Context: an optimization exercise on an open-source flow, tuned for small area, a short achievable clock period and few clock cycles. The choices shown serve that exercise and are no tape-out recipe. Function was checked by simulation only, so behaviour that the tests miss may differ from the original.

**flow/run.sh**
```bash
#!/bin/bash
# synth_recipe.tcl (not shown) runs the flow's synth.tcl, then flattens the netlist and writes it again
# the make line also repeats each setting of config.mk as NAME=value (left out here)
make -C /OpenROAD-flow-scripts/flow DESIGN_CONFIG=/design/flow/config.mk WORK_HOME=/design/flow/orfs CLKGATE_MAP_FILE= SYNTH_SCRIPT=/design/flow/synth_recipe.tcl finish
```
**flow/config.mk**
```make
export PLATFORM = sky130hd
export DESIGN_NAME = execute_stage_mc
export DESIGN_NICKNAME = execute_stage_mc
export VERILOG_FILES = /design/flow/design.v
export SDC_FILE = /design/flow/constraint.sdc
export NUM_CORES = 4
export LEC_CHECK = 0
export CAP_MARGIN = 40
export CORE_MARGIN = 2
export CORE_UTILIZATION = 40
export SETUP_SLACK_MARGIN = 2.4
export SLEW_MARGIN = 40
```
**flow/constraint.sdc**
```tcl
create_clock -name core_clock -period 6.5 [get_ports {clk_i}]
set_input_delay 1.3000 -clock core_clock [delete_from_list [all_inputs] [get_ports {clk_i}]]
set_output_delay 1.3000 -clock core_clock [all_outputs]
set_load 0.01 [all_outputs]
```
**flow/design.v**
```verilog
module execute_stage_mc #(
    parameter int XLEN      = 64,
    parameter bit MULDIV_EN = 1'b1
) (
    input  logic            clk_i,
    input  logic            reset_i,
    input  logic            in_valid_i,
    output logic            in_ready_o,
    input  logic [3:0]      op_i,
    input  logic [4:0]      rs1_i,
    input  logic [4:0]      rs2_i,
    input  logic [4:0]      rd_i,
    input  logic [XLEN-1:0] src1_i,
    input  logic [XLEN-1:0] src2_i,
    input  logic [XLEN-1:0] imm_i,
    input  logic            alu_src_i,
    input  logic            regwrite_i,
    input  logic [4:0]      rd_x_i,
    input  logic            regwrite_x_i,
    input  logic [XLEN-1:0] result_x_i,
    input  logic [4:0]      rd_w_i,
    input  logic            regwrite_w_i,
    input  logic [XLEN-1:0] result_w_i,
    output logic            out_valid_o,
    input  logic            out_ready_i,
    output logic [XLEN-1:0] result_o,
    output logic [4:0]      rd_o,
    output logic            regwrite_o,
    output logic            busy_o,
    output logic            div_zero_o
);
    localparam int W = 64;
    localparam logic [1:0] P0 = 2'd0;    
    localparam logic [1:0] P1 = 2'd1;    
    localparam logic [1:0] P2 = 2'd2;    
    localparam logic [1:0] P3 = 2'd3;    
    logic [W-1:0] op_a, op_b_fwd, op_b;
    always_comb begin
        op_a = src1_i;
        if (regwrite_x_i && rd_x_i == rs1_i && rs1_i != 5'd0)
            op_a = result_x_i;
        else if (regwrite_w_i && rd_w_i == rs1_i && rs1_i != 5'd0)
            op_a = result_w_i;
        op_b_fwd = src2_i;
        if (regwrite_x_i && rd_x_i == rs2_i && rs2_i != 5'd0)
            op_b_fwd = result_x_i;
        else if (regwrite_w_i && rd_w_i == rs2_i && rs2_i != 5'd0)
            op_b_fwd = result_w_i;
        op_b = alu_src_i ? imm_i : op_b_fwd;
    end
    logic         s1_v_q;                  
    logic         mul_q, div_q;            
    logic [4:0]   rd1_q;
    logic         rw1_q;
    logic [W-1:0] a_q, b_q, s_q, c_q;      
    logic         rtop_q;                  
    logic         bp_q;                    
    logic [1:0]   ph_q;                    
    logic [5:0]   n_q;                     
    logic         fin_q;                   
    logic         dz1_q;                   
    logic         sub_q;                   
    logic [5:0]   ramt_q;                  
    logic         r_add, r_and, r_or, r_xor, r_slt, r_sltu, r_sll, r_srl, r_sra, r_quo, r_rem;
    logic         out_v_q;
    logic [W-1:0] res_q;
    logic [4:0]   rd_q;
    logic         rw_q, dz_q;
    wire p0 = (ph_q == P0);
    logic a_short;
    wire out_free = !out_v_q || out_ready_i;
    assign in_ready_o = !s1_v_q || (fin_q && out_free);
    wire accept = in_valid_i && in_ready_o;
    wire early  = div_q && p0 && a_short;
    wire wr_out = s1_v_q && out_free && (fin_q || early);
    logic [W-1:0] add_s;
    logic         add_co, add_c0;
    assign {add_co, add_s, add_c0} = {1'b0, a_q, 1'b1} + {1'b0, b_q, sub_q};
    wire ltu = !add_co;                                    
    wire lts = (a_q[W-1] == b_q[W-1]) ? a_q[W-1] : add_s[W-1];
    function automatic logic [6:0] lzc(input logic [W-1:0] x);
        logic [15:0] nz, first;
        logic [1:0]  nc [16];
        logic [3:0]  nib, hi_idx;
        logic [1:0]  lo;
        logic        seen;
        for (int k = 0; k < 16; k++) begin
            nib   = x[4*k +: 4];
            nz[k] = |nib;
            nc[k] = nib[3] ? 2'd0 : nib[2] ? 2'd1 : nib[1] ? 2'd2 : 2'd3;
        end
        seen = 1'b0;
        for (int k = 15; k >= 0; k--) begin
            first[k] = nz[k] & ~seen;
            seen     = seen | nz[k];
        end
        hi_idx = '0;
        lo     = '0;
        for (int k = 0; k < 16; k++) begin
            hi_idx = hi_idx | ({4{first[k]}} & 4'(15 - k));
            lo     = lo     | ({2{first[k]}} & nc[k]);
        end
        lzc = seen ? {1'b0, hi_idx, lo} : 7'd64;
    endfunction
    wire [6:0] lz_a = lzc(a_q);
    wire [6:0] lz_b = lzc(b_q);
    logic [W-1:0] rot [7];
    always_comb begin
        rot[0] = a_q;
        for (int l = 0; l < 6; l++)
            rot[l+1] = ramt_q[l] ? ((rot[l] >> (1 << l)) | (rot[l] << (W - (1 << l)))) : rot[l];
    end
    function automatic logic [W-1:0] therm(input logic [5:0] t);
        logic [63:0] m;
        m = '0;
        m[0] = t[0];
        for (int k = 1; k < 6; k++)
            for (int i = 0; i < (1 << k); i++) begin
                m[i + (1 << k)] = m[i] & t[k];
                m[i]            = m[i] | t[k];
            end
        therm = m;
    endfunction
    function automatic logic [W-1:0] rev(input logic [W-1:0] x);
        for (int j = 0; j < W; j++) rev[j] = x[W-1-j];
    endfunction
    wire [W-1:0] mlo_s = therm(b_q[5:0]);           
    wire [W-1:0] mhi_s = rev(mlo_s);                
    wire [W-1:0] mhi_n = rev(therm(ramt_q));        
    wire [W-1:0] res_d =
          ({W{r_add}}  & add_s)
        | ({W{r_and}}  & (a_q & b_q))
        | ({W{r_or}}   & (a_q | b_q))
        | ({W{r_xor}}  & (a_q ^ b_q))
        | {{(W-1){1'b0}}, (r_slt & lts) | (r_sltu & ltu)}
        | ({W{r_sll}}  & rot[6] & ~mlo_s)
        | ({W{r_srl | r_sra}} & rot[6] & ~mhi_s)
        | ({W{r_sra & a_q[W-1]}} & mhi_s)
        | ({W{r_quo & ~p0}} & s_q)                    
        | ({W{r_rem &  p0}} & a_q)                    
        | ({W{r_rem & ~p0}} & {rtop_q, a_q[W-1:1]});  
    function automatic logic [2*W-1:0] csa(input logic [W-1:0] x, y, z, input logic cin);
        csa = {((x & y) | (x & z) | (y & z)) << 1 | {{(W-1){1'b0}}, cin}, x ^ y ^ z};
    endfunction
    logic [W-1:0] ms, mc;
    always_comb begin
        logic y2, y1, y0, one, two;
        logic [W-1:0] sel;
        logic [W-1:0] pp [4];
        logic [3:0]   pneg;
        logic [2*W-1:0] l1a, l1b, l2, l3;
        for (int j = 0; j < 4; j++) begin
            y2 = b_q[2*j+1];
            y1 = b_q[2*j];
            y0 = (j == 0) ? bp_q : b_q[2*j-1];
            one = y1 ^ y0;
            two = (y2 & ~y1 & ~y0) | (~y2 & y1 & y0);
            pneg[j] = y2 & ~(y1 & y0);
            sel = ({W{one}} & (s_q << (2*j))) | ({W{two}} & (s_q << (2*j+1)));
            pp[j] = sel ^ {W{pneg[j]}};
        end
        l1a = csa(a_q, c_q, pp[0], pneg[0]);
        l1b = csa(pp[1], pp[2], pp[3], pneg[1]);
        l2  = csa(l1a[W-1:0], l1a[2*W-1:W], l1b[W-1:0], pneg[2]);
        l3  = csa(l2[W-1:0], l2[2*W-1:W], l1b[2*W-1:W], pneg[3]);
        ms = l3[W-1:0];
        mc = l3[2*W-1:W];
    end
    wire mul_last = (b_q[W-1:8] == '0) && !b_q[7];
    logic [W-1:0] sfx_a;                       
    always_comb begin
        sfx_a = a_q;
        for (int l = 0; l < 6; l++)
            sfx_a = sfx_a | (sfx_a >> (1 << l));
    end
    assign a_short = |(b_q & ~sfx_a);
    wire          b_zero = lz_b[6];
    wire [6:0]    n_sub  = lz_b - lz_a;
    wire [5:0]    n1     = b_zero ? 6'd63 : n_sub[5:0];
    wire          div_ge = rtop_q | add_co;
    wire [W-1:0]  div_r  = div_ge ? add_s : a_q;
    wire issue_mul = (op_i == 4'd10);
    wire issue_md  = (op_i >= 4'd10) && (op_i <= 4'd12);
    wire issue_inv = (op_i == 4'd1) || (op_i == 4'd5) || (op_i == 4'd6);
    logic         s1_v_d, fin_d;
    logic [1:0]   ph_d;
    logic         a_en, b_en, s_en, c_en;
    logic [W-1:0] a_d, b_d, s_d;
    always_comb begin
        s1_v_d = s1_v_q;
        fin_d  = fin_q;
        ph_d   = ph_q;
        a_en   = 1'b0;
        b_en   = 1'b0;
        s_en   = 1'b0;
        c_en   = 1'b0;
        a_d    = rot[6] & ~mhi_n;             
        b_d    = b_q >> 8;                    
        s_d    = rot[6] & mhi_n;              
        if (s1_v_q && mul_q && p0) begin
            a_en = 1'b1;
            b_en = 1'b1;
            s_en = 1'b1;
            c_en = 1'b1;
            a_d  = ms;
            s_d  = s_q << 8;
            if (mul_last) begin ph_d = P2; fin_d = 1'b1; b_d = mc; end
        end
        if (s1_v_q && div_q) begin
            case (ph_q)
                P0: if (!a_short) begin
                    ph_d = P1;
                    b_en = 1'b1;
                    b_d  = ~b_q;
                end
                P1: begin
                    a_en = 1'b1;
                    s_en = 1'b1;
                    ph_d = P2;
                end
                P2: begin
                    a_en = 1'b1;
                    s_en = 1'b1;
                    a_d  = {div_r[W-2:0], s_q[W-1]};
                    s_d  = {s_q[W-2:0], div_ge};
                    if (n_q == 6'd0) begin ph_d = P3; fin_d = 1'b1; end
                end
                default: ;
            endcase
        end
        if (wr_out) begin
            s1_v_d = 1'b0;
            fin_d  = 1'b0;
        end
        if (accept) begin
            s1_v_d = 1'b1;
            fin_d  = !issue_md;
            ph_d   = P0;
            a_en   = 1'b1;
            b_en   = 1'b1;
            s_en   = 1'b1;
            c_en   = 1'b1;
            a_d    = issue_mul ? '0 : op_a;
            b_d    = op_b ^ {W{issue_inv}};
            s_d    = op_a;
        end
    end
    always_ff @(posedge clk_i or negedge reset_i) begin
        if (!reset_i) begin
            s1_v_q  <= 1'b0;
            fin_q   <= 1'b0;
            ph_q    <= P0;
            out_v_q <= 1'b0;
        end else begin
            s1_v_q  <= s1_v_d;
            fin_q   <= fin_d;
            ph_q    <= ph_d;
            out_v_q <= wr_out || (out_v_q && !out_ready_i);
        end
    end
    always_ff @(posedge clk_i) begin
        if (a_en) a_q <= a_d;
        if (b_en) b_q <= b_d;
        if (s_en) s_q <= s_d;
        if (c_en) c_q <= accept ? '0 : mc;
        if (accept)
            bp_q <= 1'b0;
        else if (s1_v_q && mul_q && p0)
            bp_q <= b_q[7];
        if (s1_v_q && div_q && ph_q == P1)
            rtop_q <= 1'b0;
        else if (s1_v_q && div_q && ph_q == P2)
            rtop_q <= div_r[W-1];
        if (s1_v_q && div_q && p0)
            n_q <= n1;
        else if (s1_v_q && div_q && ph_q == P2)
            n_q <= n_q - 6'd1;
        if (accept) begin
            ramt_q <= (op_i == 4'd7) ? 6'd0 - op_b[5:0] : op_b[5:0];
            dz1_q  <= 1'b0;
        end else if (s1_v_q && div_q && p0) begin
            ramt_q <= n1;
            dz1_q  <= b_zero;
        end
        if (accept) begin
            mul_q  <= issue_mul;
            div_q  <= (op_i == 4'd11) || (op_i == 4'd12);
            sub_q  <= issue_inv || (op_i == 4'd11) || (op_i == 4'd12);
            r_add  <= (op_i == 4'd0) || (op_i == 4'd1) || (op_i == 4'd10);
            r_and  <= (op_i == 4'd2);
            r_or   <= (op_i == 4'd3);
            r_xor  <= (op_i == 4'd4);
            r_slt  <= (op_i == 4'd5);
            r_sltu <= (op_i == 4'd6);
            r_sll  <= (op_i == 4'd7);
            r_srl  <= (op_i == 4'd8);
            r_sra  <= (op_i == 4'd9);
            r_quo  <= (op_i == 4'd11);
            r_rem  <= (op_i == 4'd12);
            rd1_q  <= rd_i;
            rw1_q  <= regwrite_i;
        end
        if (wr_out) begin
            res_q <= res_d;
            rd_q  <= rd1_q;
            rw_q  <= rw1_q;
            dz_q  <= dz1_q;
        end
    end
    assign out_valid_o = out_v_q;
    assign result_o    = res_q;
    assign rd_o        = rd_q;
    assign regwrite_o  = rw_q;
    assign div_zero_o  = dz_q;
    assign busy_o      = s1_v_q;
endmodule
```
==> results_tabular.tex, run 1 <==
\begin{tabular}{lr}
\hline
Metric & Value \\
\hline
\multicolumn{2}{l}{\textbf{Critical path}} \\
\quad Startpoint types & register \\
\quad Cell class contributing the biggest share of worst-path delay & compound AO/OA/AOI/OAI gates \\
\quad Data required time of the critical path & between 6000 and 7000 ps \\
\quad Buf+Inv Stages, Crit Path & 3 \\
\quad Register-to-register path setup slack & between 2000 and 2500 ps \\
\quad Source of the worst register-to-register timing path & b\_q[56]\$\_DFFE\_PP\_ \\
\quad Arrival time worst endpoint & around 4800 ps \\
\quad Largest incremental delay on the critical path & around 520 ps \\
\quad CP max stage cell & edfxtp\_1 \\
\quad Levels on crit path & 20 \\
\quad FF-to-FF End & n\_q[5]\$\_DFFE\_PP\_ \\
\quad Worst Setup EP & n\_q[5]\$\_DFFE\_PP\_ \\
\quad Start-to-end type of the worst setup path & register to register \\
\quad Source of the critical timing path & b\_q[56]\$\_DFFE\_PP\_ \\
\quad Largest driver fanout on the critical path & 5 \\
\quad Depth of the worst register-to-register path & 20 \\
\quad Ordered list of cells on the worst path & clkinvlp\_4, buf\_4, o21ai\_0, a21oi\_1, nor2\_1, nor2\_1, o22ai\_1, a211oi\_2, o311ai\_0, nor4\_1, ha\_2, inv\_1, a21o\_1, a21oi\_2, o21bai\_1, a21oi\_1, xnor2\_1, xnor2\_1, nor2\_2, o21ai\_2 \\
\quad Kind of capture point of the worst setup path & register \\
\multicolumn{2}{l}{\textbf{Cells and area}} \\
\quad Number of nets in the finished design & 7263 \\
\quad Share of final-layout standard cells stronger than drive strength 1 & 0.252 \\
\quad Commonest non-fill, non-tap cell in the layout & nand2\_1 \\
\quad Final core utilization & 0.538 \\
\quad Number of non-filler instances in the completed layout & 8217 \\
\quad Highest-count cells in the layout ignoring fill and taps & nand2\_1 (520), buf\_4 (488), clkdlybuf4s50\_1 (427) \\
\quad P\&R area growth vs syn & 33.9\% \\
\multicolumn{2}{l}{\textbf{Logic synthesis}} \\
\quad Top area cells in the synthesized netlist & edfxtp\_1 (22\%), fa\_1 (10\%), xnor2\_1 (5.7\%), mux4\_2 (4.8\%), a21oi\_1 (4.7\%) \\
\quad Most instantiated flip-flop cell in the synthesis netlist & edfxtp\_1 \\
\quad Share of async-settable or async-resettable flops after synthesis & 0.0136 \\
\quad Post-synthesis cell type count & 97 \\
\quad Cell count after synthesis & roughly 6000 \\
\quad Total of warnings raised by yosys & 5 \\
\quad Top cell type by total area after synthesis & edfxtp\_1 \\
\quad Nets in the synthesized netlist & between 6000 and 7000 \\
\quad Post-Syn Area per Cell & 8.39 µm² \\
\quad Post-synthesis sequential element count & about 370 \\
\quad Synth Cell Area & $\sim$50000 µm² \\
\quad Area share of the largest cell type after synthesis & 0.217 \\
\quad Sequential element share of the synthesized area & 0.221 \\
\quad Number of enable flip-flop cells after synthesis & roughly 360 \\
\multicolumn{2}{l}{\textbf{STA}} \\
\quad Post-route clock skew & between 30 and 40 ps \\
\quad Ratio of final minimum period to clock period & 0.668 \\
\quad Maximum clock frequency & roughly 230 MHz \\
\quad Max-slew violation total from the final report & 0 \\
\quad Worst slew pin tran & about 1000 ps \\
\quad Final TNS setup & 0 ps \\
\quad Min Tclk post-route & between 4000 and 5000 ps \\
\quad PnR worst setup slack & about 2200 ps \\
\quad Final setup violation count & 0 \\
\quad Setup repair after global routing missed its margin & true \\
\quad Max\_slew headroom & 0.288 \\
\quad Hold Violations, Final & 0 \\
\multicolumn{2}{l}{\textbf{Global routing}} \\
\quad Wire length of the first global-routing pass & $\sim$440000 µm \\
\quad Overall routing resource usage & 0.498 \\
\quad GR Util met2 & 0.677 \\
\quad Via count of the first global-routing pass & about 52000 \\
\quad Gr ovfl total & 0 \\
\quad GR Layer Usage met3 & 0.249 \\
\quad Met1 Use GR & 0.636 \\
\quad Maximum number of pins on one net before global-route repair & 95 \\
\quad Highest-utilization routing layer at the global route stage & met2 \\
\quad Number of antenna violations at the first check in global routing & 33 \\
\multicolumn{2}{l}{\textbf{Routing}} \\
\quad Pre-Repair DR Iteration Count & 10 \\
\quad Overall via count from detail\_route & 58064 \\
\quad Wire per inst & between 40 and 50 µm \\
\quad Number of DRC violations after detailed-routing iteration 0 & between 10000 and 15000 \\
\quad Routed wire length & 343000 µm \\
\quad DRC errors left & 0 \\
\quad Number of vias per cell after detailed routing & between 7 and 8 \\
\quad Post-detailed-route count of antenna-violating nets & 0 \\
\multicolumn{2}{l}{\textbf{CTS}} \\
\quad Count of H-tree levels built during CTS & 2 \\
\quad Number of clock buffers inserted by TritonCTS & about 50 \\
\quad Hold buffer count at cts & 0 \\
\quad Maximum buffer depth of the clock tree & 3 \\
\quad Clock root buffer & clkbuf\_16 \\
\quad CTS clk-pin slew, worst paths & around 70 ps \\
\quad Clock latency of the later-clocked register in the worst-skew pair & just over 700 ps \\
\quad CTS tree & yes \\
\quad Clock sinks & approximately 370 \\
\multicolumn{2}{l}{\textbf{Placement}} \\
\quad Worst setup timing slack at the placement stage & between 800 and 900 ps \\
\quad Dpl cells & about 7700 \\
\quad Sum of net half-perimeters after detailed placement & 243000 µm \\
\quad Quantity of I/O buffers inserted on ports & between 400 and 500 \\
\quad Weighted congestion reported at the end of routability-driven placement & about 1.1 \\
\multicolumn{2}{l}{\textbf{Run}} \\
\quad Maxcap violations & 0 \\
\multicolumn{2}{l}{\textbf{Min path}} \\
\quad Class of the most critical hold timing path & register to register \\
\multicolumn{2}{l}{\textbf{Floorplanning}} \\
\quad Starting utilization of the core area & 0.402 \\
\quad Die X-Extent & approximately 360 µm \\
\quad Total die area & between 100000 and 150000 µm² \\
\quad Count of boundary I/O pins & $\sim$430 \\
\quad Area of the core & about 120000 µm² \\
\quad Number of core rows & approximately 130 \\
\quad Height of the chip & between 300 and 400 µm \\
\multicolumn{2}{l}{\textbf{Status}} \\
\quad Outcome & complete, no violations \\
\hline
\end{tabular}
==> cell type report <==
cell class                 instances  area [µm²]
multi-input combinational       4513       38300
clock buffer                      55        1290
antenna                           32        80.1
fill                           11445       57000
clock inverter                    41         412
inverter                         453        1740
timing repair buffer            1119       11600
sequential                       367       11000
tap                             1637        2050
==> cell usage after synthesis, types with 13 or more instances <==
cell,instances
nand3_1,66
mux2_2,53
o22a_1,13
inv_1,445
o21ai_1,109
and3_1,29
nor2b_1,72
xor2_1,90
nand4_1,38
nor2_1,325
a211oi_1,164
a31oi_1,41
o2111ai_1,15
o311ai_0,18
o31ai_1,18
buf_2,58
o21bai_1,22
or2_2,14
nor4_1,38
a22oi_1,290
edfxtp_1,359
clkbuf_1,447
a221oi_1,20
buf_1,74
o21ai_0,407
o311ai_1,26
o22ai_1,22
mux4_2,106
ha_1,148
a21oi_1,465
o221ai_1,58
mux2i_1,215
fa_1,253
o211ai_1,101
nand2_1,540
a211o_1,59
nand2b_1,21
a21o_1,51
xnor2_1,321
and2_1,71
nor3_1,51
==> stage by stage <==
stage	cell area [µm²]	hold WS [ps]
2_1_floorplan	49700	400
3_3_place_gp	56500	402
3_5_place_dp	56700	406
4_1_cts	61800	421
5_1_grt	66400	432
6_report	66400	420
==> worst min path at each step <==
stage / end / cells past startpoint / start / slack, ps
final: rw_q$_DFFE_PP_ / 0 / rw1_q$_DFFE_PP_ / 420
after CTS: rd_q[4]$_DFFE_PP_ / 0 / rd1_q[4]$_DFFE_PP_ / 420
after global routing: rw_q$_DFFE_PP_ / 0 / rw1_q$_DFFE_PP_ / 430
after global placement: rw_q$_DFFE_PP_ / 0 / rw1_q$_DFFE_PP_ / 400
after floorplan: rd_q[0]$_DFFE_PP_ / 0 / rd1_q[0]$_DFFE_PP_ / 400
after detailed placement: rd_q[4]$_DFFE_PP_ / 0 / rd1_q[4]$_DFFE_PP_ / 410
==> cell families (layout without fill, tap and decap cells) <==
group | after synthesis | count (layout) | synth area share
buffers and inverters | 1042 | 1668 | 0.0812
AOI/OAI and AO/OA | 2002 | 2002 | 0.261
and+or+nand+nor | 1313 | 1322 | 0.121
DFF | 367 | 367 | 0.221
other | 0 | 32 | 0
xor gates and xnor gates | 411 | 411 | 0.0725
adders and majority gates | 401 | 401 | 0.139
muxes | 377 | 377 | 0.104
==> routing by layer <==
| layer | part of all wire | vias to the layer above | wire, µm |
|---|---|---|---|
| li1 | - | 22695 | - |
| met1 | 0.36 | 28566 | 122000 |
| met2 | 0.38 | 5447 | 131000 |
| met3 | 0.18 | 1324 | 61800 |
| met4 | 0.079 | 32 | 27100 |
| met5 | 0.0017 | - | 572 |
==> sequential cells by signal, indices dropped and copies added, names as in the netlist, 2 cells and up <==
signal  cells
a_q        64
b_q        64
c_q        64
res_q      64
s_q        64
n_q         6
ramt_q      6
rd1_q       5
rd_q        5
ph_q        2
==> repair_timing <==
| item | 4_1_cts | 5_1_grt |
|---|---|---|
| cloned | 13 | 27 |
| endpoints found under the hold margin | 0 | 0 |
| pin swaps | 112 | 407 |
| resized for setup | 308 | 617 |
| setup endpoints to repair | 376 | 287 |
| setup buffers | 197 | 145 |
Testbench counts, summed over its fixed seeds: cycles 12,419.
==> inputs of run 2 (changes only) <==
--- a/flow/design.v
+++ b/flow/design.v
@@ -78,15 +78,14 @@
     assign {add_co, add_s, add_c0} = {1'b0, a_q, 1'b1} + {1'b0, b_q, sub_q};
     wire ltu = !add_co;                                    
     wire lts = (a_q[W-1] == b_q[W-1]) ? a_q[W-1] : add_s[W-1];
-    function automatic logic [6:0] lzc(input logic [W-1:0] x);
-        logic [15:0] nz, first;
+    function automatic logic [5:0] lzc(input logic [W-1:0] x, input logic [15:0] nz);
+        logic [15:0] first;
         logic [1:0]  nc [16];
         logic [3:0]  nib, hi_idx;
         logic [1:0]  lo;
         logic        seen;
         for (int k = 0; k < 16; k++) begin
             nib   = x[4*k +: 4];
-            nz[k] = |nib;
             nc[k] = nib[3] ? 2'd0 : nib[2] ? 2'd1 : nib[1] ? 2'd2 : 2'd3;
         end
         seen = 1'b0;
@@ -100,10 +99,14 @@
             hi_idx = hi_idx | ({4{first[k]}} & 4'(15 - k));
             lo     = lo     | ({2{first[k]}} & nc[k]);
         end
-        lzc = seen ? {1'b0, hi_idx, lo} : 7'd64;
+        lzc = seen ? {hi_idx, lo} : 6'd63;
     endfunction
-    wire [6:0] lz_a = lzc(a_q);
-    wire [6:0] lz_b = lzc(b_q);
+    function automatic logic [15:0] nibble_nz(input logic [W-1:0] x);
+        for (int k = 0; k < 16; k++) nibble_nz[k] = |x[4*k +: 4];
+    endfunction
+    logic [15:0] nza_q, nzb_q;                 
+    wire  [5:0]  lz_a = lzc(a_q, nza_q);
+    wire  [5:0]  lz_b = lzc(b_q, nzb_q);
     logic [W-1:0] rot [7];
     always_comb begin
         rot[0] = a_q;
@@ -136,7 +139,7 @@
         | ({W{r_sll}}  & rot[6] & ~mlo_s)
         | ({W{r_srl | r_sra}} & rot[6] & ~mhi_s)
         | ({W{r_sra & a_q[W-1]}} & mhi_s)
-        | ({W{r_quo & ~p0}} & s_q)                    
+        | ({W{r_quo & ~p0}} & (s_q | {W{dz1_q}}))     
         | ({W{r_rem &  p0}} & a_q)                    
         | ({W{r_rem & ~p0}} & {rtop_q, a_q[W-1:1]});  
     function automatic logic [2*W-1:0] csa(input logic [W-1:0] x, y, z, input logic cin);
@@ -166,7 +169,7 @@
         ms = l3[W-1:0];
         mc = l3[2*W-1:W];
     end
-    wire mul_last = (b_q[W-1:8] == '0) && !b_q[7];
+    wire mul_last = (b_q[W-1:7] == '0) || (b_q[W-1:7] == '1);
     logic [W-1:0] sfx_a;                       
     always_comb begin
         sfx_a = a_q;
@@ -174,9 +177,8 @@
             sfx_a = sfx_a | (sfx_a >> (1 << l));
     end
     assign a_short = |(b_q & ~sfx_a);
-    wire          b_zero = lz_b[6];
-    wire [6:0]    n_sub  = lz_b - lz_a;
-    wire [5:0]    n1     = b_zero ? 6'd63 : n_sub[5:0];
+    wire          b_zero = ~|nzb_q;
+    wire [5:0]    n1     = lz_b - lz_a;
     wire          div_ge = rtop_q | add_co;
     wire [W-1:0]  div_r  = div_ge ? add_s : a_q;
     wire issue_mul = (op_i == 4'd10);
@@ -184,7 +186,7 @@
     wire issue_inv = (op_i == 4'd1) || (op_i == 4'd5) || (op_i == 4'd6);
     logic         s1_v_d, fin_d;
     logic [1:0]   ph_d;
-    logic         a_en, b_en, s_en, c_en;
+    logic         a_en, b_en, s_en;
     logic [W-1:0] a_d, b_d, s_d;
     always_comb begin
         s1_v_d = s1_v_q;
@@ -193,15 +195,13 @@
         a_en   = 1'b0;
         b_en   = 1'b0;
         s_en   = 1'b0;
-        c_en   = 1'b0;
         a_d    = rot[6] & ~mhi_n;             
-        b_d    = b_q >> 8;                    
+        b_d    = {{8{b_q[W-1]}}, b_q[W-1:8]};   
         s_d    = rot[6] & mhi_n;              
         if (s1_v_q && mul_q && p0) begin
             a_en = 1'b1;
             b_en = 1'b1;
             s_en = 1'b1;
-            c_en = 1'b1;
             a_d  = ms;
             s_d  = s_q << 8;
             if (mul_last) begin ph_d = P2; fin_d = 1'b1; b_d = mc; end
@@ -239,7 +239,6 @@
             a_en   = 1'b1;
             b_en   = 1'b1;
             s_en   = 1'b1;
-            c_en   = 1'b1;
             a_d    = issue_mul ? '0 : op_a;
             b_d    = op_b ^ {W{issue_inv}};
             s_d    = op_a;
@@ -262,7 +261,7 @@
         if (a_en) a_q <= a_d;
         if (b_en) b_q <= b_d;
         if (s_en) s_q <= s_d;
-        if (c_en) c_q <= accept ? '0 : mc;
+        c_q <= accept ? '0 : mc;              
         if (accept)
             bp_q <= 1'b0;
         else if (s1_v_q && mul_q && p0)
@@ -271,8 +270,8 @@
             rtop_q <= 1'b0;
         else if (s1_v_q && div_q && ph_q == P2)
             rtop_q <= div_r[W-1];
-        if (s1_v_q && div_q && p0)
-            n_q <= n1;
+        if (s1_v_q && div_q && ph_q == P1)
+            n_q <= ramt_q;
         else if (s1_v_q && div_q && ph_q == P2)
             n_q <= n_q - 6'd1;
         if (accept) begin
@@ -283,6 +282,8 @@
             dz1_q  <= b_zero;
         end
         if (accept) begin
+            nza_q  <= nibble_nz(op_a);
+            nzb_q  <= nibble_nz(op_b);
             mul_q  <= issue_mul;
             div_q  <= (op_i == 4'd11) || (op_i == 4'd12);
             sub_q  <= issue_inv || (op_i == 4'd11) || (op_i == 4'd12);
==> results_tabular.tex, run 2 <==
\begin{tabular}{lr}
\hline
Metric & Value \\
\hline
\multicolumn{2}{l}{\textbf{Status}} \\
\quad Outcome & complete, no violations (unchanged) \\
\multicolumn{2}{l}{\textbf{Logic synthesis}} \\
\quad Most frequent cell after synthesis & nand2\_1 (unchanged) \\
\quad Cell count after synthesis & 6277 (was 5913) \\
\quad Post-Syn Area per Cell & 8.16 µm² (was 8.39 µm²) \\
\quad Nets in the synthesized netlist & 7035 (was 6671) \\
\quad Most instantiated flip-flop cell in the synthesis netlist & edfxtp\_1 (unchanged) \\
\quad Cell types with the highest counts after synthesis & nand2\_1 (648), a21oi\_1 (574), o21ai\_0 (564) (was nand2\_1 (540), a21oi\_1 (465), clkbuf\_1 (447)) \\
\quad Sequential element share of the synthesized area & 0.220 (was 0.221) \\
\quad Post-synthesis cell type count & 88 (was 97) \\
\quad Total of warnings raised by yosys & 5 (unchanged) \\
\quad Area share of the largest cell type after synthesis & 0.192 (was 0.217) \\
\quad Number of enable flip-flop cells after synthesis & 327 (was 359) \\
\quad Synth Cell Area & 51200 µm² (was 49600 µm²) \\
\quad Post-synthesis sequential element count & 399 (was 367) \\
\quad Share of async-settable or async-resettable flops after synthesis & 0.0125 (was 0.0136) \\
\quad Top area cells in the synthesized netlist & edfxtp\_1 (19\%), fa\_1 (9.9\%), xnor2\_1 (6.1\%), a21oi\_1 (5.6\%), o21ai\_0 (5.5\%) (was edfxtp\_1 (22\%), fa\_1 (10\%), xnor2\_1 (5.7\%), mux4\_2 (4.8\%), a21oi\_1 (4.7\%)) \\
\quad Top cell type by total area after synthesis & edfxtp\_1 (unchanged) \\
\multicolumn{2}{l}{\textbf{STA}} \\
\quad Ratio of final minimum period to clock period & 0.674 (was 0.668) \\
\quad Max\_slew headroom & 0.309 (was 0.288) \\
\quad Final setup violation count & 0 (unchanged) \\
\quad Post-route clock skew & 56.8 ps (was 36.2 ps) \\
\quad Final TNS setup & 0 ps (unchanged) \\
\quad Setup repair after global routing missed its margin & true (unchanged) \\
\quad PnR worst setup slack & 2120 ps (was 2160 ps) \\
\quad Worst slew pin tran & 1020 ps (was 1040 ps) \\
\quad Maximum clock frequency & 228 MHz (was 230 MHz) \\
\quad Min Tclk post-route & 4380 ps (was 4340 ps) \\
\quad Hold Violations, Final & 0 (unchanged) \\
\quad Max-slew violation total from the final report & 0 (unchanged) \\
\multicolumn{2}{l}{\textbf{Floorplanning}} \\
\quad Starting utilization of the core area & 0.402 (about the same) \\
\quad Count of boundary I/O pins & 431 (unchanged) \\
\quad Area of the core & 127000 µm² (was 123000 µm²) \\
\quad Die X-Extent & 362 µm (was 356 µm) \\
\quad Total die area & 131000 µm² (was 127000 µm²) \\
\quad Number of core rows & 131 (was 129) \\
\quad Height of the chip & 362 µm (was 356 µm) \\
\multicolumn{2}{l}{\textbf{CTS}} \\
\quad Maximum buffer depth of the clock tree & 3 (unchanged) \\
\quad Clock latency of the later-clocked register in the worst-skew pair & 730 ps (was 710 ps) \\
\quad Hold buffer count at cts & 0 (unchanged) \\
\quad CTS tree & yes (unchanged) \\
\quad CTS clk-pin slew, worst paths & 60 ps (was 70 ps) \\
\quad Count of H-tree levels built during CTS & 2 (unchanged) \\
\quad Clock root buffer & clkbuf\_16 (unchanged) \\
\quad Clock sinks & 399 (was 367) \\
\quad Number of clock buffers inserted by TritonCTS & 55 (was 51) \\
\multicolumn{2}{l}{\textbf{Critical path}} \\
\quad Largest driver fanout on the critical path & 38 (was 5) \\
\quad Start-to-end type of the worst setup path & register to register (unchanged) \\
\quad Startpoint types & register (unchanged) \\
\quad Arrival time worst endpoint & 4700 ps (was 4770 ps) \\
\quad Kind of capture point of the worst setup path & register (unchanged) \\
\quad Data required time of the critical path & 6820 ps (was 6920 ps) \\
\multicolumn{2}{l}{\textbf{Placement}} \\
\quad Weighted congestion reported at the end of routability-driven placement & 1.13 (was 1.10) \\
\quad Worst setup timing slack at the placement stage & 1350 ps (was 831 ps) \\
\quad Sum of net half-perimeters after detailed placement & 270000 µm (was 243000 µm) \\
\quad Quantity of I/O buffers inserted on ports & 430 (unchanged) \\
\multicolumn{2}{l}{\textbf{Cells and area}} \\
\quad Number of nets in the finished design & 7528 (was 7263) \\
\quad Share of final-layout standard cells stronger than drive strength 1 & 0.207 (was 0.252) \\
\quad Highest-count cells in the layout ignoring fill and taps & nand2\_1 (634), a21oi\_1 (494), o21ai\_0 (457) (was nand2\_1 (520), buf\_4 (488), clkdlybuf4s50\_1 (427)) \\
\quad Commonest non-fill, non-tap cell in the layout & nand2\_1 (unchanged) \\
\quad P\&R area growth vs syn & 29.7\% (was 33.9\%) \\
\multicolumn{2}{l}{\textbf{Global routing}} \\
\quad Gr ovfl total & 0 (unchanged) \\
\quad Overall routing resource usage & 0.542 (was 0.498) \\
\quad Number of antenna violations at the first check in global routing & 39 (was 33) \\
\quad Via count of the first global-routing pass & 55982 (was 52431) \\
\quad Maximum number of pins on one net before global-route repair & 123 (was 95) \\
\quad Wire length of the first global-routing pass & 486000 µm (was 439000 µm) \\
\multicolumn{2}{l}{\textbf{Routing}} \\
\quad DRC errors left & 0 (unchanged) \\
\quad Pre-Repair DR Iteration Count & 12 (was 10) \\
\quad Number of vias per cell after detailed routing & 7.21 (was 7.07) \\
\quad Overall via count from detail\_route & 61453 (was 58064) \\
\quad Wire per inst & 44.0 µm (was 41.7 µm) \\
\quad Post-detailed-route count of antenna-violating nets & 0 (unchanged) \\
\quad Routed wire length & 375000 µm (was 343000 µm) \\
\quad Number of DRC violations after detailed-routing iteration 0 & 11282 (was 10260) \\
\multicolumn{2}{l}{\textbf{Min path}} \\
\quad Class of the most critical hold timing path & register to register (unchanged) \\
\multicolumn{2}{l}{\textbf{Run}} \\
\quad Maxcap violations & 0 (unchanged) \\
\hline
\end{tabular}
## run 2: kinds of logic after synthesis
| group | synth area share |
|---|---|
| compound gates | 0.245 |
| simple gates | 0.139 |
| buf+inv | 0.0798 |
| mux | 0.112 |
| xor+xnor | 0.0694 |
| fa+ha+maj | 0.135 |
| flops | 0.220 |
## run 2: final timing paths
check                               startpoint                   to  slack, ps  depth (start not counted)
max                        ramt_q[0]$_DFFE_PP_  res_q[30]$_DFFE_PP_       2120                          8
min                         rd1_q[2]$_DFFE_PP_    rd_q[2]$_DFFE_PP_        420                          0
max reg2reg                ramt_q[0]$_DFFE_PP_  res_q[30]$_DFFE_PP_       2120                          8
min reg2reg                 rd1_q[2]$_DFFE_PP_    rd_q[2]$_DFFE_PP_        420                          0
max in group asynchronous              reset_i      fin_q$_DFF_PN0_       5480                          1
min in group asynchronous              reset_i    ph_q[0]$_DFF_PN0_        820                          1
## run 2: routing by layer
metal  up-vias  global-route usage  share of wire  wire length (µm)
met5         -              0.0174         0.0023               868
met4        44               0.394           0.10             39200
met3      1814               0.318           0.18             67100
met2      6158               0.723           0.37            139000
met1     29827               0.636           0.34            129000
li1      23610                   -              -                 -
## run 2: final cells by class
| cell class | count | area, µm² |
|---|---|---|
| inverter | 479 | 1860 |
| clock inverter | 28 | 236 |
| tap | 1662 | 2080 |
| clock buffer | 75 | 1520 |
| multi-input combinational | 4819 | 38600 |
| timing repair buffer | 1015 | 10700 |
| sequential | 399 | 11300 |
| antenna | 41 | 103 |
| timing repair inverter | 1 | 8.76 |
| fill | 12108 | 60900 |
## run 2: timing repair
| action | CTS | global route |
|---|---|---|
| cloned | 22 | 14 |
| endpoints found under the hold margin | 0 | 0 |
| pin swaps | 58 | 274 |
| setup endpoints to repair | 373 | 279 |
| setup buffers | 181 | 94 |
| gates resized for setup | 215 | 419 |
## run 2: worst max-delay path, cell delays in order, from the launching register on
cell,delay (ps)
edfxtp_1,380
buf_12,150
buf_12,250
mux4_2,580
mux2_2,320
o21ai_0,500
mux2i_1,450
mux2i_2,780
o211ai_1,520
## run 2: per-stage QoR
stage                     std cells  hold slack [ps]   util  cell area, µm²
after CTS                      8364              423  0.497           63300
after global placement         8054              401  0.455           58000
after floorplan                6277              400      -           51300
after detailed placement       8058              410  0.458           58300
after global routing           8486              434  0.521           66400
final                          8519              421  0.522           66400
Testbench counts of run 2, summed over its fixed seeds: cycles 11,955.
==> inputs of run 3 (changes only) <==
==> flow/config.mk (replaced) <==
export PLATFORM = sky130hd
export DESIGN_NAME = execute_stage_mc
export DESIGN_NICKNAME = execute_stage_mc
export VERILOG_FILES = /design/flow/design.v
export SDC_FILE = /design/flow/constraint.sdc
export NUM_CORES = 4
export LEC_CHECK = 0
export CAP_MARGIN = 30
export CORE_MARGIN = 2
export CORE_UTILIZATION = 45
export SETUP_SLACK_MARGIN = 2.6
export SLEW_MARGIN = 30
==> results_tabular.tex, run 3 <==
\begin{tabular}{lr}
\hline
Metric & Value \\
\hline
\multicolumn{2}{l}{\textbf{Status}} \\
\quad Outcome & complete, no violations (unchanged) \\
\multicolumn{2}{l}{\textbf{Critical path}} \\
\quad Ordered list of cells on the worst path & clkdlybuf4s50\_1, nand2b\_4, nand2\_1, nand2\_1, nand2\_4, inv\_8, nor2\_2, buf\_4, a21o\_1, a311oi\_2 (was buf\_12, buf\_12, mux4\_2, mux2\_2, o21ai\_0, mux2i\_1, mux2i\_2, o211ai\_1) \\
\quad Largest incremental delay on the critical path & 1090 ps (was 780 ps) \\
\quad Buf+Inv Stages, Crit Path & 3 (was 2) \\
\quad Largest driver fanout on the critical path & 78 (was 38) \\
\quad Depth of the worst register-to-register path & 16 (was 8) \\
\quad Levels on crit path & 10 (was 8) \\
\quad CP max stage cell & nor2\_2 (was mux2i\_2) \\
\quad Start-to-end type of the worst setup path & primary input to register (was register to register) \\
\quad Startpoint types & primary input (was register) \\
\quad Data required time of the critical path & 6940 ps (was 6820 ps) \\
\quad Cell class contributing the biggest share of worst-path delay & simple AND/OR/NAND/NOR gates (was multiplexers) \\
\quad Kind of capture point of the worst setup path & register (unchanged) \\
\quad Library cell appearing most often on the critical path & nand2\_1 (was buf\_12) \\
\quad Arrival time worst endpoint & 4710 ps (was 4700 ps) \\
\multicolumn{2}{l}{\textbf{Floorplanning}} \\
\quad Total die area & 117000 µm² (was 131000 µm²) \\
\quad Die X-Extent & 341 µm (was 362 µm) \\
\quad Area of the core & 113000 µm² (was 127000 µm²) \\
\quad Number of core rows & 123 (was 131) \\
\quad Count of boundary I/O pins & 431 (unchanged) \\
\quad Height of the chip & 341 µm (was 362 µm) \\
\quad Starting utilization of the core area & 0.455 (was 0.402) \\
\multicolumn{2}{l}{\textbf{Global routing}} \\
\quad Wire length of the first global-routing pass & 474000 µm (was 486000 µm) \\
\quad GR Layer Usage met3 & 0.385 (was 0.318) \\
\quad Met1 Use GR & 0.667 (was 0.636) \\
\quad Highest-utilization routing layer at the global route stage & met2 (unchanged) \\
\quad Via count of the first global-routing pass & 57011 (was 55982) \\
\quad Number of antenna violations at the first check in global routing & 44 (was 39) \\
\quad Overall routing resource usage & 0.588 (was 0.542) \\
\quad Gr ovfl total & 0 (unchanged) \\
\quad Maximum number of pins on one net before global-route repair & 146 (was 123) \\
\quad GR Util met2 & 0.757 (was 0.723) \\
\multicolumn{2}{l}{\textbf{CTS}} \\
\quad CTS tree & yes (unchanged) \\
\quad Number of clock buffers inserted by TritonCTS & 54 (was 55) \\
\quad Clock latency of the later-clocked register in the worst-skew pair & 730 ps (about the same) \\
\quad Maximum buffer depth of the clock tree & 3 (unchanged) \\
\quad Hold buffer count at cts & 0 (unchanged) \\
\quad Clock sinks & 399 (unchanged) \\
\quad CTS clk-pin slew, worst paths & 70 ps (was 60 ps) \\
\quad Clock root buffer & clkbuf\_16 (unchanged) \\
\quad Count of H-tree levels built during CTS & 2 (unchanged) \\
\multicolumn{2}{l}{\textbf{Placement}} \\
\quad Quantity of I/O buffers inserted on ports & 430 (unchanged) \\
\quad Weighted congestion reported at the end of routability-driven placement & 1.15 (was 1.13) \\
\quad Sum of net half-perimeters after detailed placement & 256000 µm (was 270000 µm) \\
\quad Dpl cells & 7873 (was 8058) \\
\quad Worst setup timing slack at the placement stage & 1090 ps (was 1350 ps) \\
\multicolumn{2}{l}{\textbf{Logic synthesis}} \\
\quad Sequential element share of the synthesized area & 0.220 (unchanged) \\
\quad Top cell type by total area after synthesis & edfxtp\_1 (unchanged) \\
\quad Post-Syn Area per Cell & 8.16 µm² (unchanged) \\
\quad Cell types with the highest counts after synthesis & nand2\_1 (648), a21oi\_1 (574), o21ai\_0 (564) (unchanged) \\
\quad Nets in the synthesized netlist & 7035 (unchanged) \\
\quad Most frequent cell after synthesis & nand2\_1 (unchanged) \\
\quad Post-synthesis cell type count & 88 (unchanged) \\
\quad Post-synthesis sequential element count & 399 (unchanged) \\
\quad Share of async-settable or async-resettable flops after synthesis & 0.0125 (unchanged) \\
\quad Number of enable flip-flop cells after synthesis & 327 (unchanged) \\
\quad Total of warnings raised by yosys & 5 (unchanged) \\
\quad Area share of the largest cell type after synthesis & 0.192 (unchanged) \\
\quad Most instantiated flip-flop cell in the synthesis netlist & edfxtp\_1 (unchanged) \\
\quad Top area cells in the synthesized netlist & edfxtp\_1 (19\%), fa\_1 (9.9\%), xnor2\_1 (6.1\%), a21oi\_1 (5.6\%), o21ai\_0 (5.5\%) (unchanged) \\
\quad Cell count after synthesis & 6277 (unchanged) \\
\quad Synth Cell Area & 51200 µm² (unchanged) \\
\multicolumn{2}{l}{\textbf{STA}} \\
\quad Final TNS setup & 0 ps (unchanged) \\
\quad Max\_slew headroom & 0.123 (was 0.309) \\
\quad Post-route clock skew & 33.1 ps (was 56.8 ps) \\
\quad Worst slew pin tran & 1310 ps (was 1020 ps) \\
\quad Min Tclk post-route & 4270 ps (was 4380 ps) \\
\quad Hold Violations, Final & 0 (unchanged) \\
\quad Max-slew violation total from the final report & 0 (unchanged) \\
\quad Setup repair after global routing missed its margin & true (unchanged) \\
\quad Final setup violation count & 0 (unchanged) \\
\quad Worst hold margin & 418 ps (was 421 ps) \\
\quad Ratio of final minimum period to clock period & 0.657 (was 0.674) \\
\quad PnR worst setup slack & 2230 ps (was 2120 ps) \\
\quad Maximum clock frequency & 234 MHz (was 228 MHz) \\
\multicolumn{2}{l}{\textbf{Routing}} \\
\quad Number of vias per cell after detailed routing & 7.49 (was 7.21) \\
\quad Post-detailed-route count of antenna-violating nets & 0 (unchanged) \\
\quad DRC errors left & 0 (unchanged) \\
\quad Routed wire length & 362000 µm (was 375000 µm) \\
\quad Overall via count from detail\_route & 63018 (was 61453) \\
\quad Wire per inst & 43.0 µm (was 44.0 µm) \\
\quad Pre-Repair DR Iteration Count & 17 (was 12) \\
\quad Number of DRC violations after detailed-routing iteration 0 & 13055 (was 11282) \\
\multicolumn{2}{l}{\textbf{Cells and area}} \\
\quad P\&R area growth vs syn & 33.6\% (was 29.7\%) \\
\quad Number of non-filler instances in the completed layout & 8417 (was 8519) \\
\quad Highest-count cells in the layout ignoring fill and taps & nand2\_1 (628), o21ai\_0 (455), buf\_4 (437) (was nand2\_1 (634), a21oi\_1 (494), o21ai\_0 (457)) \\
\quad Commonest non-fill, non-tap cell in the layout & nand2\_1 (unchanged) \\
\quad Number of nets in the finished design & 7578 (was 7528) \\
\quad Share of final-layout standard cells stronger than drive strength 1 & 0.248 (was 0.207) \\
\multicolumn{2}{l}{\textbf{Min path}} \\
\quad Class of the most critical hold timing path & register to register (unchanged) \\
\quad Number of cells traversed by the worst hold path & 0 (unchanged) \\
\multicolumn{2}{l}{\textbf{Run}} \\
\quad Maxcap violations & 0 (unchanged) \\
\hline
\end{tabular}
==> run 3: cell counts after synthesis <==
Identical to the previous run, type by type.
==> run 3: timing repair <==
action	in CTS	in global routing
gates resized for setup	635	442
gates cloned	35	6
setup endpoints to repair	417	318
pin swaps	326	337
setup buffers	230	119
==> run 3: per-layer routing <==
layer / up-vias / routed length (µm) / part of all wire
met3: 2178 / 69800 / 0.19
met2: 6838 / 130000 / 0.36
met1: 30206 / 118000 / 0.33
met4: 60 / 41500 / 0.11
li1: 23736 / - / -
met5: - / 1960 / 0.0054
==> run 3: stage by stage <==
stage               area, µm²  utilization
floorplan               51400            -
CTS                     65100        0.578
detailed placement      57700        0.512
finish                  68400        0.608
global placement        57600        0.511
global route            68300        0.607
==> run 3: cells by family (layout without fill, tap and decap cells) <==
kind of cell,count (synthesis),count (layout),synth area share
other cells,0,52,0
mux,447,447,0.112
simple gates,1548,1553,0.139
fa+ha+maj,401,401,0.135
xor+xnor,406,406,0.0694
buf+inv,1064,1646,0.0798
flops,399,399,0.220
compound gates,2012,2013,0.245
==> run 3: final cells by class <==
cell class              instances  area, µm²
repair inverters                1       8.76
repair buffers               1065      11300
clock buffers                  67       1420
diodes                         52        130
multi-input cells            4820      40100
fillers                      9833      44200
flip-flops and latches        399      11300
well taps                    1500       1880
inverters                     479       1880
clock inverters                34        434
==> run 3: worst paths after layout <==
check | startpoint | endpoint | slack [ps]
max | out_ready_i | a_q[61]$_DFFE_PP_ | 2230
min in group asynchronous | reset_i | out_v_q$_DFF_PN0_ | 810
max in group asynchronous | reset_i | fin_q$_DFF_PN0_ | 5490
max reg2reg | b_q[3]$_DFFE_PP_ | a_q[32]$_DFFE_PP_ | 2250
min reg2reg | rd1_q[2]$_DFFE_PP_ | rd_q[2]$_DFFE_PP_ | 420
min | rd1_q[2]$_DFFE_PP_ | rd_q[2]$_DFFE_PP_ | 420
==> run 3: worst register-to-register path: cells and delay by family, from the launching register on <==
kind            cells  cell delay, ps
xor+xnor            1             330
fa+ha+maj           3            1490
flops               1             470
buf+inv             6             860
simple gates        1             150
compound gates      5             720
==> inputs of run 4 (changes only) <==
==> flow/flow/run.sh (new file) <==
#!/bin/bash
# The standard layout (the standard.sh: standard synthesis, floorplan, power grid,
# placement, CTS, routing), with one change: the buffers that global placement puts on
# every input and output port are sky130_fd_sc_hd__buf_1 cells instead of the default
# choice (clkdlybuf4s50_1). Every port still gets its own buffer.
set -euo pipefail
bash standard.sh "BUFFER_PORTS_ARGS=-buffer_cell sky130_fd_sc_hd__buf_1" finish > make_finish.log 2>&1
==> flow/standard.sh (new file) <==
#!/bin/bash
# synth_recipe.tcl (not shown) runs the flow's synth.tcl, then flattens the netlist and writes it again
# the make line also repeats each setting of config.mk as NAME=value (left out here)
make -C /OpenROAD-flow-scripts/flow DESIGN_CONFIG=/design/flow/config.mk WORK_HOME=/design/flow/orfs CLKGATE_MAP_FILE= SYNTH_SCRIPT=/design/flow/synth_recipe.tcl "${@:-finish}"
==> flow/config.mk (replaced) <==
export PLATFORM = sky130hd
export DESIGN_NAME = execute_stage_mc
export DESIGN_NICKNAME = execute_stage_mc
export VERILOG_FILES = /design/flow/design.v
export SDC_FILE = /design/flow/constraint.sdc
export NUM_CORES = 4
export LEC_CHECK = 0
export CAP_MARGIN = 40
export CORE_MARGIN = 2
export CORE_UTILIZATION = 40
export SETUP_SLACK_MARGIN = 2.4
export SLEW_MARGIN = 40
removed: flow/run.sh
==> results_tabular.tex, run 4 <==
\begin{tabular}{lr}
\hline
Metric & Value \\
\hline
\multicolumn{2}{l}{\textbf{Status}} \\
\quad Outcome & complete, no violations (unchanged) \\
\multicolumn{2}{l}{\textbf{Critical path}} \\
\quad Start-to-end type of the worst setup path & register to register (was primary input to register) \\
\quad Kind of capture point of the worst setup path & register (unchanged) \\
\quad Largest driver fanout on the critical path & 6 (was 78) \\
\quad Data required time of the critical path & 6940 ps (about the same) \\
\quad Startpoint types & register (was primary input) \\
\quad Arrival time worst endpoint & 4760 ps (was 4710 ps) \\
\multicolumn{2}{l}{\textbf{STA}} \\
\quad Final setup violation count & 0 (unchanged) \\
\quad Ratio of final minimum period to clock period & 0.664 (was 0.657) \\
\quad Maximum clock frequency & 232 MHz (was 234 MHz) \\
\quad Post-route clock skew & 47.0 ps (was 33.1 ps) \\
\quad Max\_slew headroom & 0.290 (was 0.123) \\
\quad Min Tclk post-route & 4320 ps (was 4270 ps) \\
\quad Final TNS setup & 0 ps (unchanged) \\
\quad Hold Violations, Final & 0 (unchanged) \\
\quad Worst hold margin & 414 ps (was 418 ps) \\
\quad Setup repair after global routing missed its margin & true (unchanged) \\
\quad PnR worst setup slack & 2180 ps (was 2230 ps) \\
\quad Worst slew pin tran & 1060 ps (was 1310 ps) \\
\quad Max-slew violation total from the final report & 0 (unchanged) \\
\multicolumn{2}{l}{\textbf{Floorplanning}} \\
\quad Die X-Extent & 362 µm (was 341 µm) \\
\quad Starting utilization of the core area & 0.402 (was 0.455) \\
\quad Count of boundary I/O pins & 431 (unchanged) \\
\quad Total die area & 131000 µm² (was 117000 µm²) \\
\quad Number of core rows & 131 (was 123) \\
\quad Area of the core & 127000 µm² (was 113000 µm²) \\
\quad Height of the chip & 362 µm (was 341 µm) \\
\multicolumn{2}{l}{\textbf{Routing}} \\
\quad Post-detailed-route count of antenna-violating nets & 0 (unchanged) \\
\quad Routed wire length & 371000 µm (was 362000 µm) \\
\quad Overall via count from detail\_route & 60531 (was 63018) \\
\quad Wire per inst & 43.9 µm (was 43.0 µm) \\
\quad DRC errors left & 0 (unchanged) \\
\quad Number of DRC violations after detailed-routing iteration 0 & 11159 (was 13055) \\
\quad Number of vias per cell after detailed routing & 7.17 (was 7.49) \\
\quad Pre-Repair DR Iteration Count & 12 (was 17) \\
\multicolumn{2}{l}{\textbf{Run}} \\
\quad Maxcap violations & 0 (unchanged) \\
\multicolumn{2}{l}{\textbf{Global routing}} \\
\quad Via count of the first global-routing pass & 55015 (was 57011) \\
\quad Number of antenna violations at the first check in global routing & 53 (was 44) \\
\quad Gr ovfl total & 0 (unchanged) \\
\quad Maximum number of pins on one net before global-route repair & 132 (was 146) \\
\quad Overall routing resource usage & 0.537 (was 0.588) \\
\quad Wire length of the first global-routing pass & 481000 µm (was 474000 µm) \\
\multicolumn{2}{l}{\textbf{Cells and area}} \\
\quad Number of nets in the finished design & 7467 (was 7578) \\
\quad Highest-count cells in the layout ignoring fill and taps & nand2\_1 (634), a21oi\_1 (491), o21ai\_0 (467) (was nand2\_1 (628), o21ai\_0 (455), buf\_4 (437)) \\
\quad Filler instances & 12532 (was 9833) \\
\quad Multi-input gate area & 38200 µm² (was 40100 µm²) \\
\quad Share of final-layout standard cells stronger than drive strength 1 & 0.195 (was 0.248) \\
\quad Commonest non-fill, non-tap cell in the layout & nand2\_1 (unchanged) \\
\quad Final core utilization & 0.492 (was 0.608) \\
\quad Sequential cell area in the final layout & 11300 µm² (unchanged) \\
\quad P\&R area growth vs syn & 22.3\% (was 33.6\%) \\
\multicolumn{2}{l}{\textbf{Logic synthesis}} \\
\quad Synth Cell Area & 51200 µm² (unchanged) \\
\quad Cell count after synthesis & 6277 (unchanged) \\
\quad Area share of the largest cell type after synthesis & 0.192 (unchanged) \\
\quad Post-synthesis cell type count & 88 (unchanged) \\
\quad Post-Syn Area per Cell & 8.16 µm² (unchanged) \\
\quad Nets in the synthesized netlist & 7035 (unchanged) \\
\quad Sequential element share of the synthesized area & 0.220 (unchanged) \\
\quad Most instantiated flip-flop cell in the synthesis netlist & edfxtp\_1 (unchanged) \\
\quad Cell types with the highest counts after synthesis & nand2\_1 (648), a21oi\_1 (574), o21ai\_0 (564) (unchanged) \\
\quad Total of warnings raised by yosys & 5 (unchanged) \\
\quad Number of enable flip-flop cells after synthesis & 327 (unchanged) \\
\quad Most frequent cell after synthesis & nand2\_1 (unchanged) \\
\quad Top area cells in the synthesized netlist & edfxtp\_1 (19\%), fa\_1 (9.9\%), xnor2\_1 (6.1\%), a21oi\_1 (5.6\%), o21ai\_0 (5.5\%) (unchanged) \\
\quad Top cell type by total area after synthesis & edfxtp\_1 (unchanged) \\
\quad Share of async-settable or async-resettable flops after synthesis & 0.0125 (unchanged) \\
\quad Post-synthesis sequential element count & 399 (unchanged) \\
\multicolumn{2}{l}{\textbf{Placement}} \\
\quad Quantity of I/O buffers inserted on ports & 430 (unchanged) \\
\quad Sum of net half-perimeters after detailed placement & 274000 µm (was 256000 µm) \\
\quad Worst setup timing slack at the placement stage & 1380 ps (was 1090 ps) \\
\quad Weighted congestion reported at the end of routability-driven placement & 1.14 (was 1.15) \\
\multicolumn{2}{l}{\textbf{CTS}} \\
\quad CTS clk-pin slew, worst paths & 70 ps (about the same) \\
\quad Clock sinks & 399 (unchanged) \\
\quad Count of H-tree levels built during CTS & 2 (unchanged) \\
\quad Clock root buffer & clkbuf\_16 (unchanged) \\
\quad Maximum buffer depth of the clock tree & 3 (unchanged) \\
\quad Number of clock buffers inserted by TritonCTS & 54 (unchanged) \\
\quad Clock latency of the later-clocked register in the worst-skew pair & 720 ps (was 730 ps) \\
\quad CTS tree & yes (unchanged) \\
\multicolumn{2}{l}{\textbf{Min path}} \\
\quad Class of the most critical hold timing path & register to register (unchanged) \\
\hline
\end{tabular}
## run 4: cell count changes in the layout (fill, tap and decap cells not counted), sizes merged, moves of 6 or more
cell,previous run,this run
buf,624,943
clkbuf,72,81
clkdlybuf4s50,427,0
clkinvlp,17,11
diode,52,32
## run 4: layout make-up
type	instances	share of cell area
Sequential cell	399	0.180
Clock inverter	32	0.00689
Clock buffer	69	0.0233
Tap cell	1662	0.0332
Timing Repair Buffer	958	0.115
Multi-Input combinational cell	4817	0.611
Antenna cell	32	0.00128
Inverter	479	0.0298
## run 4: logic make-up (layout without fill, tap and decap cells)
group,after synthesis,count (layout),synth area share
mux,447,447,0.112
compound gates,2012,2012,0.245
buf+inv,1064,1538,0.0798
other cells,0,32,0
xor+xnor,406,406,0.0694
flops,399,399,0.220
simple gates,1548,1551,0.139
fa+ha+maj,401,401,0.135
## run 4: worst max-delay path, stage by stage, from the launching register on
cell and delay, ps:
edfxtp_1 480, buf_6 150, clkbuf_16 140, nand2_1 90, o22ai_4 230, buf_12 280
buf_12 190, a21oi_2 70, xnor2_1 210, fa_1 450, fa_1 510, inv_2 50
fa_1 510, nand2_1 90, nand2_1 70, a31o_2 240, a32o_1 240
## run 4: timing repair
item / 4_1_cts / 5_1_grt
setup endpoints to repair: 391 / 284
gates cloned: 14 / 11
gates resized for setup: 205 / 395
buffers inserted: 136 / 94
pin swaps: 84 / 254
hold buffers: 0 / 0
## run 4: final timing paths
path                               startpoint                end  slack [ps]  cells after the start
setup / recovery             b_q[5]$_DFFE_PP_  a_q[38]$_DFFE_PP_        2180                     16
hold / removal             rd1_q[4]$_DFFE_PP_  rd_q[4]$_DFFE_PP_         410                      0
setup reg to reg             b_q[5]$_DFFE_PP_  a_q[38]$_DFFE_PP_        2180                     16
hold reg to reg            rd1_q[4]$_DFFE_PP_  rd_q[4]$_DFFE_PP_         410                      0
max in group asynchronous             reset_i  ph_q[1]$_DFF_PN0_        5860                      1
min in group asynchronous             reset_i  out_v_q$_DFF_PN0_         430                      1
## run 4: routing by layer
metal  GRT usage  vias up  wire length, µm
li1            -    23424                -
met1       0.646    29519           130000
met2       0.716     5902           139000
met3       0.286     1628            63500
met4       0.393       58            37400
met5      0.0122        -             1300
## run 4: stage by stage
step	instance area [µm²]	instances
finish	62600	8448
global route	62600	8420
CTS	59800	8310
detailed placement	55500	8059
global placement	55200	8052
floorplan	51300	6277
==> inputs of run 5 (changes only) <==
--- a/flow/config.mk
+++ b/flow/config.mk
@@ -5,8 +5,8 @@
 export SDC_FILE = /design/flow/constraint.sdc
 export NUM_CORES = 4
 export LEC_CHECK = 0
-export CAP_MARGIN = 40
+export CAP_MARGIN = 30
 export CORE_MARGIN = 2
 export CORE_UTILIZATION = 40
-export SETUP_SLACK_MARGIN = 2.4
-export SLEW_MARGIN = 40
+export SETUP_SLACK_MARGIN = 2.7
+export SLEW_MARGIN = 30
==> results_tabular.tex, run 5 <==
\begin{tabular}{lr}
\hline
Metric & Value \\
\hline
\multicolumn{2}{l}{\textbf{Status}} \\
\quad Outcome & complete, no violations (unchanged) \\
\multicolumn{2}{l}{\textbf{Routing}} \\
\quad Post-detailed-route count of antenna-violating nets & 0 (unchanged) \\
\quad Routed wire length & 392000 µm (was 371000 µm) \\
\quad Number of DRC violations after detailed-routing iteration 0 & 12531 (was 11159) \\
\quad Pre-Repair DR Iteration Count & 17 (was 12) \\
\quad Number of vias per cell after detailed routing & 7.33 (was 7.17) \\
\quad DRC errors left & 0 (unchanged) \\
\multicolumn{2}{l}{\textbf{Logic synthesis}} \\
\quad Post-Syn Area per Cell & 8.16 µm² (unchanged) \\
\quad Share of synthesized cell area in full adder, half adder and majority cells & 0.135 (unchanged) \\
\quad Simple-gate area share of the yosys netlist & 0.139 (unchanged) \\
\quad Post-Synth XOR/XNOR Area & 0.0694 (unchanged) \\
\quad Post-synthesis cell type count & 88 (unchanged) \\
\quad Post-synthesis compound-gate area fraction & 0.245 (unchanged) \\
\quad Sequential element share of the synthesized area & 0.220 (unchanged) \\
\quad Cell types with the highest counts after synthesis & nand2\_1 (648), a21oi\_1 (574), o21ai\_0 (564) (unchanged) \\
\quad Total of warnings raised by yosys & 5 (unchanged) \\
\quad Nets in the synthesized netlist & 7035 (unchanged) \\
\quad Area share of the largest cell type after synthesis & 0.192 (unchanged) \\
\quad Post-synthesis sequential element count & 399 (unchanged) \\
\multicolumn{2}{l}{\textbf{CTS}} \\
\quad Hold buffer count at cts & 0 (unchanged) \\
\quad Clock sinks & 399 (unchanged) \\
\quad CTS tree & yes (unchanged) \\
\quad Maximum buffer depth of the clock tree & 3 (unchanged) \\
\quad Clock latency of the later-clocked register in the worst-skew pair & 690 ps (was 720 ps) \\
\multicolumn{2}{l}{\textbf{Cells and area}} \\
\quad Number of nets in the finished design & 7614 (was 7467) \\
\quad Share of final-layout standard cells stronger than drive strength 1 & 0.266 (was 0.195) \\
\quad Multi-input gate area & 40500 µm² (was 38200 µm²) \\
\quad Commonest non-fill, non-tap cell in the layout & nand2\_1 (unchanged) \\
\quad Highest-count cells in the layout ignoring fill and taps & nand2\_1 (624), a21oi\_1 (452), buf\_4 (452) (was nand2\_1 (634), a21oi\_1 (491), o21ai\_0 (467)) \\
\multicolumn{2}{l}{\textbf{STA}} \\
\quad Max\_slew headroom & 0.156 (was 0.290) \\
\quad Min Tclk post-route & 4220 ps (was 4320 ps) \\
\quad Post-route clock skew & 34.8 ps (was 47.0 ps) \\
\quad Maximum clock frequency & 237 MHz (was 232 MHz) \\
\quad Ratio of final minimum period to clock period & 0.649 (was 0.664) \\
\quad Setup repair after global routing missed its margin & true (unchanged) \\
\quad Final setup violation count & 0 (unchanged) \\
\quad PnR worst setup slack & 2280 ps (was 2180 ps) \\
\multicolumn{2}{l}{\textbf{Global routing}} \\
\quad Via count of the first global-routing pass & 56845 (was 55015) \\
\quad Overall routing resource usage & 0.567 (was 0.537) \\
\multicolumn{2}{l}{\textbf{Floorplanning}} \\
\quad Number of core rows & 131 (unchanged) \\
\quad Total die area & 131000 µm² (unchanged) \\
\quad Height of the chip & 362 µm (unchanged) \\
\quad Die X-Extent & 362 µm (unchanged) \\
\multicolumn{2}{l}{\textbf{Placement}} \\
\quad Sum of net half-perimeters after detailed placement & 271000 µm (was 274000 µm) \\
\quad Worst setup timing slack at the placement stage & 1330 ps (was 1380 ps) \\
\quad Quantity of I/O buffers inserted on ports & 430 (unchanged) \\
\multicolumn{2}{l}{\textbf{Critical path}} \\
\quad CP max stage cell & fa\_1 (unchanged) \\
\quad Arrival time worst endpoint & 4630 ps (was 4760 ps) \\
\hline
\end{tabular}
-- run 5: cell counts after synthesis --
No cell type changed its count.
-- run 5: final cells by class --
class	instances	share of cell area
Timing Repair Buffer	1104	0.138
Clock buffer	74	0.0231
Antenna cell	59	0.00220
Multi-Input combinational cell	4818	0.604
Clock inverter	28	0.00519
Sequential cell	399	0.168
Inverter	479	0.0284
Tap cell	1662	0.0310
-- run 5: worst paths after layout --
kind	start	endpoint	cells past startpoint
max in group asynchronous	reset_i	ph_q[0]$_DFF_PN0_	1
setup / recovery	b_q[0]$_DFFE_PP_	b_q[12]$_DFFE_PP_	18
hold / removal	rd1_q[4]$_DFFE_PP_	rd_q[4]$_DFFE_PP_	0
min in group asynchronous	reset_i	out_v_q$_DFF_PN0_	1
setup reg to reg	b_q[0]$_DFFE_PP_	b_q[12]$_DFFE_PP_	18
hold reg to reg	rd1_q[4]$_DFFE_PP_	rd_q[4]$_DFFE_PP_	0
-- run 5: stage by stage --
stage                      util  area [µm²]  std cells  hold slack (ps)
after floorplan               -       51500       6277              400
after global placement    0.434       55300       8046              400
after detailed placement  0.436       55500       8048              405
after CTS                 0.501       63700       8462              420
after global routing      0.525       66900       8578              425
final                     0.526       67000       8623              417
-- run 5: cells by family (layout without fill, tap and decap cells) --
family / after synthesis / after routing
other cells: 0 / 59
buf+inv: 1064 / 1685
fa+ha+maj: 401 / 401
flops: 399 / 399
mux: 447 / 447
compound gates: 2012 / 2012
simple gates: 1548 / 1552
xor+xnor: 406 / 406
-- run 5: timing repair --
item,4_1_cts,5_1_grt
cloned,34,10
endpoints found under the setup margin,443,333
resized for setup,699,499
pin swaps,272,330
setup buffers,278,91
-- run 5: layer usage --
metal / wire length (µm) / GRT usage / vias to the layer above
met3: 70400 / 0.325 / 2000
met1: 133000 / 0.664 / 30556
met4: 43100 / 0.443 / 60
li1: - / - / 23797
met5: 1860 / 0.0610 / -
met2: 143000 / 0.743 / 6788

[afterwards: timing with drivers on the ports]
The flow's constraints put no driver on any port. The routed layouts listed below were extracted and timed again, unchanged, in two steps.
Step 1: set_driving_cell puts a clkbuf_16 on clk_i and a buf_2 on each other input, an assumption about the parent block.
Step 2, shift: input delay + t, output delay - t, t = (earliest + latest rising clock arrival at the registers) / 2. This alone moves slack from input paths to output paths.
Three values: ideal ports, drivers, drivers and shift; two values: the first two.
run | t (ns) | setup slack, ns | latest minus earliest clock arrival (ns) | slew at the worst register clock pin (ns) | pins driven straight from the clock port
run 1 | 0.778 | 2.156 / 2.156 / 1.596 | 0.036 / 0.037 | 0.08 / 0.08 | 1
run 2 | 0.797 | 2.120 / 2.120 / 1.649 | 0.057 / 0.057 | 0.07 / 0.07 | 1
run 3 | 0.804 | 2.232 / 2.254 / 1.486 | 0.034 / 0.033 | 0.07 / 0.07 | 1
run 4 | 0.778 | 2.183 / 2.183 / 1.743 | 0.047 / 0.047 | 0.07 / 0.07 | 1
run 5 | 0.758 | 2.280 / 2.280 / 1.987 | 0.035 / 0.035 | 0.07 / 0.07 | 1
After both steps every run listed still meets setup and hold. For run 3, which loses most, drivers alone change the setup slack by +0.022 ns; drivers and shift together by -0.746 ns.
